This is an optimization exercise on Yosys and OpenROAD, whose aim is small area, a short achievable clock period and few clock cycles per item, not a production implementation. The RTL was checked by simulation tests, not by an equivalence proof against the original design. Power figures rest on the tool's default switching activity, not on a simulated workload.

== JK ==
==> flow/design.v <==
package cache_pkg;
  typedef logic [9-1:0]  addr_t;   
  typedef logic [8-1:0]  data_t;   
  typedef logic [2-1:0]   tag_t;    
  typedef logic [7-1:0] index_t;  
  typedef enum logic [2:0] {
    line_i = 3'b000,  
    line_s = 3'b001,  
    line_e = 3'b010,  
    line_o = 3'b011,  
    line_m = 3'b100   
  } moesi_e;
  typedef enum logic [2:0] {
    op_none      = 3'd0,
    op_cpu_read  = 3'd1,
    op_cpu_write = 3'd2,
    op_dir_inv   = 3'd3,  
    op_dir_gets  = 3'd4   
  } op_e;
endpackage
module moesi_cache_top
(
  input  logic  clk,
  input  logic  rst_n,
  input  logic  cpu_read_req,
  input  cache_pkg::addr_t cpu_read_addr,
  output logic  cpu_read_ack,
  output cache_pkg::data_t cpu_read_data,
  input  logic  cpu_write_req,
  input  cache_pkg::addr_t cpu_write_addr,
  input  cache_pkg::data_t cpu_write_data,
  output logic  cpu_write_ack,
  output logic  read_s,
  output logic  read_ex,
  output cache_pkg::addr_t cache_req_addr,
  output logic  write_back,
  output cache_pkg::tag_t  wb_tag,
  output cache_pkg::data_t wb_data,
  input  logic  read_s_ack,
  input  logic  read_ex_ack,
  input  cache_pkg::data_t mem_data,
  input  logic  shared,
  input  logic  inv_req,
  input  cache_pkg::addr_t inv_addr,
  output logic  inv_ack,
  input  logic  gets_req,
  input  cache_pkg::addr_t gets_addr,
  output logic  gets_ack,
  output cache_pkg::data_t owned_data
);
  localparam int N = 128;
  logic [N-1:0]     v_mem, d_mem, x_mem;
  cache_pkg::tag_t  tag_mem  [N];
  cache_pkg::data_t data_mem [N];
  logic any_req;
  cache_pkg::addr_t sel_addr;
  assign any_req  = cpu_read_req | cpu_write_req | inv_req | gets_req;
  assign sel_addr = ({9{cpu_read_req}}  & cpu_read_addr)  |
                    ({9{cpu_write_req}} & cpu_write_addr) |
                    ({9{inv_req}}       & inv_addr)       |
                    ({9{gets_req}}      & gets_addr);
  logic [7:0]  rd_hi;
  logic [15:0] rd_lo;
  always_comb begin
    for (int j = 0; j < 8; j++)
      rd_hi[j] = (cpu_read_req  & (cpu_read_addr[6:4]  == j[2:0])) |
                 (cpu_write_req & (cpu_write_addr[6:4] == j[2:0])) |
                 (inv_req       & (inv_addr[6:4]       == j[2:0])) |
                 (gets_req      & (gets_addr[6:4]      == j[2:0]));
    for (int k = 0; k < 16; k++)
      rd_lo[k] = (cpu_read_req  & (cpu_read_addr[3:0]  == k[3:0])) |
                 (cpu_write_req & (cpu_write_addr[3:0] == k[3:0])) |
                 (inv_req       & (inv_addr[3:0]       == k[3:0])) |
                 (gets_req      & (gets_addr[3:0]      == k[3:0]));
  end
  logic [12:0] rd_grp [8];
  logic [12:0] rd_line;
  always_comb begin
    rd_line = '0;
    for (int j = 0; j < 8; j++) begin
      rd_grp[j] = '0;
      for (int k = 0; k < 16; k++)
        rd_grp[j] = rd_grp[j] | ({13{rd_lo[k]}} &
                    {v_mem[16*j+k], d_mem[16*j+k], x_mem[16*j+k], tag_mem[16*j+k], data_mem[16*j+k]});
      rd_line = rd_line | ({13{rd_hi[j]}} & rd_grp[j]);
    end
  end
  logic rd_v, rd_d, rd_x;
  assign rd_v = rd_line[12];
  assign rd_d = rd_line[11];
  assign rd_x = rd_line[10];
  logic busy;                             
  logic lk_rd, lk_wr, lk_inv, lk_gets;    
  logic w_rd, w_wr;                       
  cache_pkg::addr_t addr_q;
  cache_pkg::tag_t  l_tx;
  cache_pkg::data_t l_data;
  logic l_v, l_vd, l_vx, l_vdx;
  always_ff @(posedge clk) begin
    if (!busy) begin
      addr_q <= sel_addr;
      l_tx   <= rd_line[9:8] ^ sel_addr[8:7];
      l_data <= rd_line[7:0];
      l_v    <= rd_v;
      l_vd   <= rd_v & rd_d;
      l_vx   <= rd_v & rd_x;
      l_vdx  <= rd_v & (rd_d | rd_x);
    end
  end
  logic eq, hit, rd_miss, wr_dir, fill_s, fill_x;
  assign eq      = (l_tx == 2'b00);
  assign hit     = l_v & eq;
  assign rd_miss = ~hit;                   
  assign wr_dir  = ~(eq & l_vx);           
  assign fill_s  = w_rd & read_s_ack;
  assign fill_x  = w_wr & read_ex_ack;
  always_ff @(posedge clk) begin
    if (!rst_n) begin
      busy    <= 1'b0;
      lk_rd   <= 1'b0;
      lk_wr   <= 1'b0;
      lk_inv  <= 1'b0;
      lk_gets <= 1'b0;
      w_rd    <= 1'b0;
      w_wr    <= 1'b0;
    end else begin
      lk_rd   <= ~busy & cpu_read_req;
      lk_wr   <= ~busy & cpu_write_req;
      lk_inv  <= ~busy & inv_req;
      lk_gets <= ~busy & gets_req;
      w_rd    <= (lk_rd & rd_miss) | (w_rd & ~read_s_ack);
      w_wr    <= (lk_wr & wr_dir)  | (w_wr & ~read_ex_ack);
      busy    <= ~busy ? any_req :
                 ((lk_rd & rd_miss) | (w_rd & ~read_s_ack) |
                  (lk_wr & wr_dir)  | (w_wr & ~read_ex_ack));
    end
  end
  logic wr_hit, we;
  logic v_n, d_n, x_n;
  cache_pkg::data_t data_n;
  assign wr_hit = lk_wr & eq & l_vx;
  assign we     = ~rst_n | ((lk_inv | lk_gets) & hit) | wr_hit | fill_s | fill_x;
  assign v_n    = rst_n & ~lk_inv;
  assign d_n    = lk_gets ? l_vd : ~w_rd;
  assign x_n    = ~lk_gets & ~(w_rd & shared);
  assign data_n = w_rd ? mem_data : (lk_gets ? l_data : cpu_write_data);
  logic [7:0]   wr_hi;
  logic [15:0]  wr_lo;
  logic [N-1:0] wr_row;
  always_comb begin
    for (int j = 0; j < 8; j++)  wr_hi[j] = ~rst_n | (addr_q[6:4] == j[2:0]);
    for (int k = 0; k < 16; k++) wr_lo[k] = ~rst_n | (addr_q[3:0] == k[3:0]);
    for (int i = 0; i < N; i++)  wr_row[i] = wr_hi[i/16] & wr_lo[i%16];
  end
  for (genvar i = 0; i < N; i++) begin : g_row
    always_ff @(posedge clk) begin
      if (we && wr_row[i]) begin
        v_mem[i]    <= v_n;
        d_mem[i]    <= d_n;
        x_mem[i]    <= x_n;
        tag_mem[i]  <= addr_q[8:7];
        data_mem[i] <= data_n;
      end
    end
  end
  assign cpu_read_ack   = (lk_rd & hit) | fill_s;
  assign cpu_write_ack  = wr_hit | fill_x;
  assign inv_ack        = lk_inv;
  assign gets_ack       = lk_gets;
  assign read_s         = (lk_rd & rd_miss) | w_rd;
  assign read_ex        = (lk_wr & wr_dir) | w_wr;
  assign write_back     = (lk_rd | lk_wr | w_rd | w_wr) & l_v & ~eq;
  assign cache_req_addr = addr_q;
  assign wb_tag         = l_tx ^ addr_q[8:7];
  assign wb_data        = l_data & {8{~lk_inv | (eq & l_vdx)}};
  assign owned_data     = l_data & {8{eq & l_vd}};
  assign cpu_read_data  = w_rd ? mem_data : l_data;
endmodule
clock: 7.0 ns
lec_check: 0
cap_margin: 20
core_margin: 2
core_utilization: 60
cts_cluster_diameter: 100
cts_cluster_size: 20
setup_slack_margin: 3.4
slew_margin: 20
run.sh (not shown) runs the stock make flow with config.mk's settings and CLKGATE_MAP_FILE= SYNTH_SCRIPT=/design/flow/synth_recipe.tcl, a recipe that flattens the netlist after the stock synthesis.
Testbench counts of JK, summed over its fixed seeds: cycles 84,376, items 24,000.
#### Input delta (PW over JK)
-- flow/design.v --
<<< JK, line 98
  logic l_v, l_vd, l_vx, l_vdx;
  always_ff @(posedge clk) begin
    if (!busy) begin
      addr_q <= sel_addr;
      l_tx   <= rd_line[9:8] ^ sel_addr[8:7];
      l_data <= rd_line[7:0];
      l_v    <= rd_v;
      l_vd   <= rd_v & rd_d;
      l_vx   <= rd_v & rd_x;
      l_vdx  <= rd_v & (rd_d | rd_x);
    end
  end
  logic eq, hit, rd_miss, wr_dir, fill_s, fill_x;
>>> PW, line 98
  logic l_v, l_vd, l_vx, l_vdx;
  always_ff @(posedge clk) begin
    addr_q <= sel_addr;
    l_tx   <= rd_line[9:8] ^ sel_addr[8:7];
    l_data <= rd_line[7:0];
    l_v    <= rd_v;
    l_vd   <= rd_v & rd_d;
    l_vx   <= rd_v & rd_x;
    l_vdx  <= rd_v & (rd_d | rd_x);
  end
  logic eq, hit, rd_miss, wr_dir, fill_s, fill_x;
### Flow results
[compare] base=JK new=PW: final core area utilization neither gained nor lost much, xor/xnor cell area share of the yosys netlist held, ratio of final minimum period to clock period barely changed.
Post-route worst hold slack: PW > JK
As of PW, fill cell instance count of the final layout had risen slightly compared to JK.
PW vs. JK: upper clock frequency limit ~0 delta; clock skew -20 ps; headroom to the max-slew limit -2.7 points; path depth of the worst reg2reg path ~0 delta; buffering stage count on the worst path with inverters included -1.
Critical path depth | PW below JK
Run comparison: PW slowest stage cell on the critical path a31oi_1; JK slowest stage cell on the critical path a22oi_2
Comparing PW against JK, there is no change at all in number of sequential cells in the layout.
[PW vs JK] transition time at the pin with the least slew margin: higher in PW
Diff JK -> PW | switching power | increase of 1.6%
Testbench counts of PW, summed over its fixed seeds: cycles 84,376, items 24,000.

== indigo ==
moesi_cache_top with an RTL version that a note above also has.
For scale: about 3900 cells after synthesis, ~1700 flip-flops, ~100 I/O pins, ~64000 um2 of cells after synthesis.
==> module moesi_cache_top, before the edit <==
module moesi_cache_top
(
  input  logic  clk,
  input  logic  rst_n,
  input  logic  cpu_read_req,
  input  cache_pkg::addr_t cpu_read_addr,
  output logic  cpu_read_ack,
  output cache_pkg::data_t cpu_read_data,
  input  logic  cpu_write_req,
  input  cache_pkg::addr_t cpu_write_addr,
  input  cache_pkg::data_t cpu_write_data,
  output logic  cpu_write_ack,
  output logic  read_s,
  output logic  read_ex,
  output cache_pkg::addr_t cache_req_addr,
  output logic  write_back,
  output cache_pkg::tag_t  wb_tag,
  output cache_pkg::data_t wb_data,
  input  logic  read_s_ack,
  input  logic  read_ex_ack,
  input  cache_pkg::data_t mem_data,
  input  logic  shared,
  input  logic  inv_req,
  input  cache_pkg::addr_t inv_addr,
  output logic  inv_ack,
  input  logic  gets_req,
  input  cache_pkg::addr_t gets_addr,
  output logic  gets_ack,
  output cache_pkg::data_t owned_data
);
  localparam int N = 128;
  logic [N-1:0]     v_mem, d_mem, x_mem;
  cache_pkg::tag_t  tag_mem  [N];
  cache_pkg::data_t data_mem [N];
  logic any_req;
  cache_pkg::addr_t sel_addr;
  assign any_req  = cpu_read_req | cpu_write_req | inv_req | gets_req;
  assign sel_addr = ({9{cpu_read_req}}  & cpu_read_addr)  |
                    ({9{cpu_write_req}} & cpu_write_addr) |
                    ({9{inv_req}}       & inv_addr)       |
                    ({9{gets_req}}      & gets_addr);
  logic [7:0]  rd_hi;
  logic [15:0] rd_lo;
  always_comb begin
    for (int j = 0; j < 8; j++)
      rd_hi[j] = (cpu_read_req  & (cpu_read_addr[6:4]  == j[2:0])) |
                 (cpu_write_req & (cpu_write_addr[6:4] == j[2:0])) |
                 (inv_req       & (inv_addr[6:4]       == j[2:0])) |
                 (gets_req      & (gets_addr[6:4]      == j[2:0]));
    for (int k = 0; k < 16; k++)
      rd_lo[k] = (cpu_read_req  & (cpu_read_addr[3:0]  == k[3:0])) |
                 (cpu_write_req & (cpu_write_addr[3:0] == k[3:0])) |
                 (inv_req       & (inv_addr[3:0]       == k[3:0])) |
                 (gets_req      & (gets_addr[3:0]      == k[3:0]));
  end
  logic [12:0] rd_grp [8];
  logic [12:0] rd_line;
  always_comb begin
    rd_line = '0;
    for (int j = 0; j < 8; j++) begin
      rd_grp[j] = '0;
      for (int k = 0; k < 16; k++)
        rd_grp[j] = rd_grp[j] | ({13{rd_lo[k]}} &
                    {v_mem[16*j+k], d_mem[16*j+k], x_mem[16*j+k], tag_mem[16*j+k], data_mem[16*j+k]});
      rd_line = rd_line | ({13{rd_hi[j]}} & rd_grp[j]);
    end
  end
  logic rd_v, rd_d, rd_x;
  assign rd_v = rd_line[12];
  assign rd_d = rd_line[11];
  assign rd_x = rd_line[10];
  logic busy;                             
  logic lk_rd, lk_wr, lk_inv, lk_gets;    
  logic w_rd, w_wr;                       
  cache_pkg::addr_t addr_q;
  cache_pkg::tag_t  l_tx;
  cache_pkg::data_t l_data;
  logic l_v, l_vd, l_vx, l_vdx;
  always_ff @(posedge clk) begin
    addr_q <= sel_addr;
    l_tx   <= rd_line[9:8] ^ sel_addr[8:7];
    l_data <= rd_line[7:0];
    l_v    <= rd_v;
    l_vd   <= rd_v & rd_d;
    l_vx   <= rd_v & rd_x;
    l_vdx  <= rd_v & (rd_d | rd_x);
  end
  logic eq, hit, rd_miss, wr_dir, fill_s, fill_x;
  assign eq      = (l_tx == 2'b00);
  assign hit     = l_v & eq;
  assign rd_miss = ~hit;                   
  assign wr_dir  = ~(eq & l_vx);           
  assign fill_s  = w_rd & read_s_ack;
  assign fill_x  = w_wr & read_ex_ack;
  always_ff @(posedge clk) begin
    if (!rst_n) begin
      busy    <= 1'b0;
      lk_rd   <= 1'b0;
      lk_wr   <= 1'b0;
      lk_inv  <= 1'b0;
      lk_gets <= 1'b0;
      w_rd    <= 1'b0;
      w_wr    <= 1'b0;
    end else begin
      lk_rd   <= ~busy & cpu_read_req;
      lk_wr   <= ~busy & cpu_write_req;
      lk_inv  <= ~busy & inv_req;
      lk_gets <= ~busy & gets_req;
      w_rd    <= (lk_rd & rd_miss) | (w_rd & ~read_s_ack);
      w_wr    <= (lk_wr & wr_dir)  | (w_wr & ~read_ex_ack);
      busy    <= ~busy ? any_req :
                 ((lk_rd & rd_miss) | (w_rd & ~read_s_ack) |
                  (lk_wr & wr_dir)  | (w_wr & ~read_ex_ack));
    end
  end
  logic wr_hit, we;
  logic v_n, d_n, x_n;
  cache_pkg::data_t data_n;
  assign wr_hit = lk_wr & eq & l_vx;
  assign we     = ~rst_n | ((lk_inv | lk_gets) & hit) | wr_hit | fill_s | fill_x;
  assign v_n    = rst_n & ~lk_inv;
  assign d_n    = lk_gets ? l_vd : ~w_rd;
  assign x_n    = ~lk_gets & ~(w_rd & shared);
  assign data_n = w_rd ? mem_data : (lk_gets ? l_data : cpu_write_data);
  logic [7:0]   wr_hi;
  logic [15:0]  wr_lo;
  logic [N-1:0] wr_row;
  always_comb begin
    for (int j = 0; j < 8; j++)  wr_hi[j] = ~rst_n | (addr_q[6:4] == j[2:0]);
    for (int k = 0; k < 16; k++) wr_lo[k] = ~rst_n | (addr_q[3:0] == k[3:0]);
    for (int i = 0; i < N; i++)  wr_row[i] = wr_hi[i/16] & wr_lo[i%16];
  end
  for (genvar i = 0; i < N; i++) begin : g_row
    always_ff @(posedge clk) begin
      if (we && wr_row[i]) begin
        v_mem[i]    <= v_n;
        d_mem[i]    <= d_n;
        x_mem[i]    <= x_n;
        tag_mem[i]  <= addr_q[8:7];
        data_mem[i] <= data_n;
      end
    end
  end
  assign cpu_read_ack   = (lk_rd & hit) | fill_s;
  assign cpu_write_ack  = wr_hit | fill_x;
  assign inv_ack        = lk_inv;
  assign gets_ack       = lk_gets;
  assign read_s         = (lk_rd & rd_miss) | w_rd;
  assign read_ex        = (lk_wr & wr_dir) | w_wr;
  assign write_back     = (lk_rd | lk_wr | w_rd | w_wr) & l_v & ~eq;
  assign cache_req_addr = addr_q;
  assign wb_tag         = l_tx ^ addr_q[8:7];
  assign wb_data        = l_data & {8{~lk_inv | (eq & l_vdx)}};
  assign owned_data     = l_data & {8{eq & l_vd}};
  assign cpu_read_data  = w_rd ? mem_data : l_data;
endmodule
Settings: LEC_CHECK=0, CAP_MARGIN=20, CORE_MARGIN=2, CORE_UTILIZATION=60, CTS_CLUSTER_DIAMETER=100, CTS_CLUSTER_SIZE=20, SETUP_SLACK_MARGIN=3.6, SLEW_MARGIN=20; clock period 7.0 ns.
Testbench counts of indigo, summed over its fixed seeds: cycles 84,376, items 24,000.
Input-level comparison between lagoon and indigo:
--- a/flow/design.v
+++ b/flow/design.v
@@ -75,14 +75,19 @@
   end
   logic [12:0] rd_grp [8];
   logic [12:0] rd_line;
+  logic [7:0]  rd_data_a, rd_data_b;
   always_comb begin
-    rd_line = '0;
+    rd_line   = '0;
+    rd_data_a = '0;
+    rd_data_b = '0;
     for (int j = 0; j < 8; j++) begin
       rd_grp[j] = '0;
       for (int k = 0; k < 16; k++)
         rd_grp[j] = rd_grp[j] | ({13{rd_lo[k]}} &
                     {v_mem[16*j+k], d_mem[16*j+k], x_mem[16*j+k], tag_mem[16*j+k], data_mem[16*j+k]});
       rd_line = rd_line | ({13{rd_hi[j]}} & rd_grp[j]);
+      if (j < 4) rd_data_a = rd_data_a | ({8{rd_hi[j]}} & rd_grp[j][7:0]);
+      else       rd_data_b = rd_data_b | ({8{rd_hi[j]}} & rd_grp[j][7:0]);
     end
   end
   logic rd_v, rd_d, rd_x;
@@ -94,22 +99,23 @@
   logic w_rd, w_wr;                       
   cache_pkg::addr_t addr_q;
   cache_pkg::tag_t  l_tx;
-  cache_pkg::data_t l_data;
-  logic l_v, l_vd, l_vx, l_vdx;
+  cache_pkg::data_t l_data_a, l_data_b, l_data;
+  assign l_data = l_data_a | l_data_b;
+  logic l_v, l_d, l_x;
   always_ff @(posedge clk) begin
     addr_q <= sel_addr;
     l_tx   <= rd_line[9:8] ^ sel_addr[8:7];
-    l_data <= rd_line[7:0];
+    l_data_a <= rd_data_a;
+    l_data_b <= rd_data_b;
     l_v    <= rd_v;
-    l_vd   <= rd_v & rd_d;
-    l_vx   <= rd_v & rd_x;
-    l_vdx  <= rd_v & (rd_d | rd_x);
+    l_d    <= rd_d;
+    l_x    <= rd_x;
   end
   logic eq, hit, rd_miss, wr_dir, fill_s, fill_x;
   assign eq      = (l_tx == 2'b00);
   assign hit     = l_v & eq;
   assign rd_miss = ~hit;                   
-  assign wr_dir  = ~(eq & l_vx);           
+  assign wr_dir  = ~(hit & l_x);           
   assign fill_s  = w_rd & read_s_ack;
   assign fill_x  = w_wr & read_ex_ack;
   always_ff @(posedge clk) begin
@@ -136,10 +142,10 @@
   logic wr_hit, we;
   logic v_n, d_n, x_n;
   cache_pkg::data_t data_n;
-  assign wr_hit = lk_wr & eq & l_vx;
+  assign wr_hit = lk_wr & hit & l_x;
   assign we     = ~rst_n | ((lk_inv | lk_gets) & hit) | wr_hit | fill_s | fill_x;
   assign v_n    = rst_n & ~lk_inv;
-  assign d_n    = lk_gets ? l_vd : ~w_rd;
+  assign d_n    = lk_gets ? l_d : ~w_rd;
   assign x_n    = ~lk_gets & ~(w_rd & shared);
   assign data_n = w_rd ? mem_data : (lk_gets ? l_data : cpu_write_data);
   logic [7:0]   wr_hi;
@@ -170,7 +176,7 @@
   assign write_back     = (lk_rd | lk_wr | w_rd | w_wr) & l_v & ~eq;
   assign cache_req_addr = addr_q;
   assign wb_tag         = l_tx ^ addr_q[8:7];
-  assign wb_data        = l_data & {8{~lk_inv | (eq & l_vdx)}};
-  assign owned_data     = l_data & {8{eq & l_vd}};
+  assign wb_data        = l_data & {8{~lk_inv | (hit & (l_d | l_x))}};
+  assign owned_data     = l_data & {8{hit & l_d}};
   assign cpu_read_data  = w_rd ? mem_data : l_data;
 endmodule
==> summary.txt <==
- lagoon reports a lower instance count of the mapped netlist than indigo does.
- Total power: lagoon < indigo
- lagoon vs indigo, critical path data arrival time went up by 0.02 ns.
- Summary of lagoon over indigo: overall die width dropped 0.54%, number of gates resized after cts climbed 102.
- Compared lagoon vs indigo, and peak per-stage delay on the critical path is up in lagoon.
- lagoon against indigo: final design instance area without fill down 0.83%, area overhead of the layout relative to synthesis up 0.32 points, power dissipated in the clock network up about 1%.
- Relative to indigo, post-detailed-placement cell area has gone down in lagoon.
- Clock buffer instance count of the final layout: lagoon vs indigo up about 9%
- Any difference in multiplexer share of the synthesized area between indigo and lagoon is small enough to ignore.
Testbench counts of lagoon, summed over its fixed seeds: cycles 84,376, items 24,000.

port drivers added, routing unchanged:
How much do the figures lean on ideal ports? The routed layouts below were timed once more, with nothing changed but the port constraints. Step 1 sets driving cells, clkbuf_16 on the clock port and buf_2 on the other inputs (assumed; they add their load-dependent delay and slew). Step 2 times the ports against the registers' clock, not the clock port: input delays grow and output delays shrink by t, the midpoint of the rising clock arrivals with the driver on. Three values: ideal ports, drivers, drivers and shift; two values: the first two.
run	t (ns)	slack for setup (ns)	worst setup path at the end	latest minus earliest clock arrival (ns)
JK	0.810	3.089 / 3.125 / 2.315	input to register	0.051 / 0.051
PW	0.786	3.082 / 3.119 / 2.334	input to register	0.036 / 0.035
indigo	0.798	3.094 / 3.126 / 2.328	input to register	0.037 / 0.038
lagoon	0.782	3.180 / 3.211 / 2.430	input to register	0.033 / 0.033
After both steps setup and hold are still met in every run listed. The setup slack of JK, which loses most, moves by +0.036 ns with the drivers and by -0.774 ns with both steps.
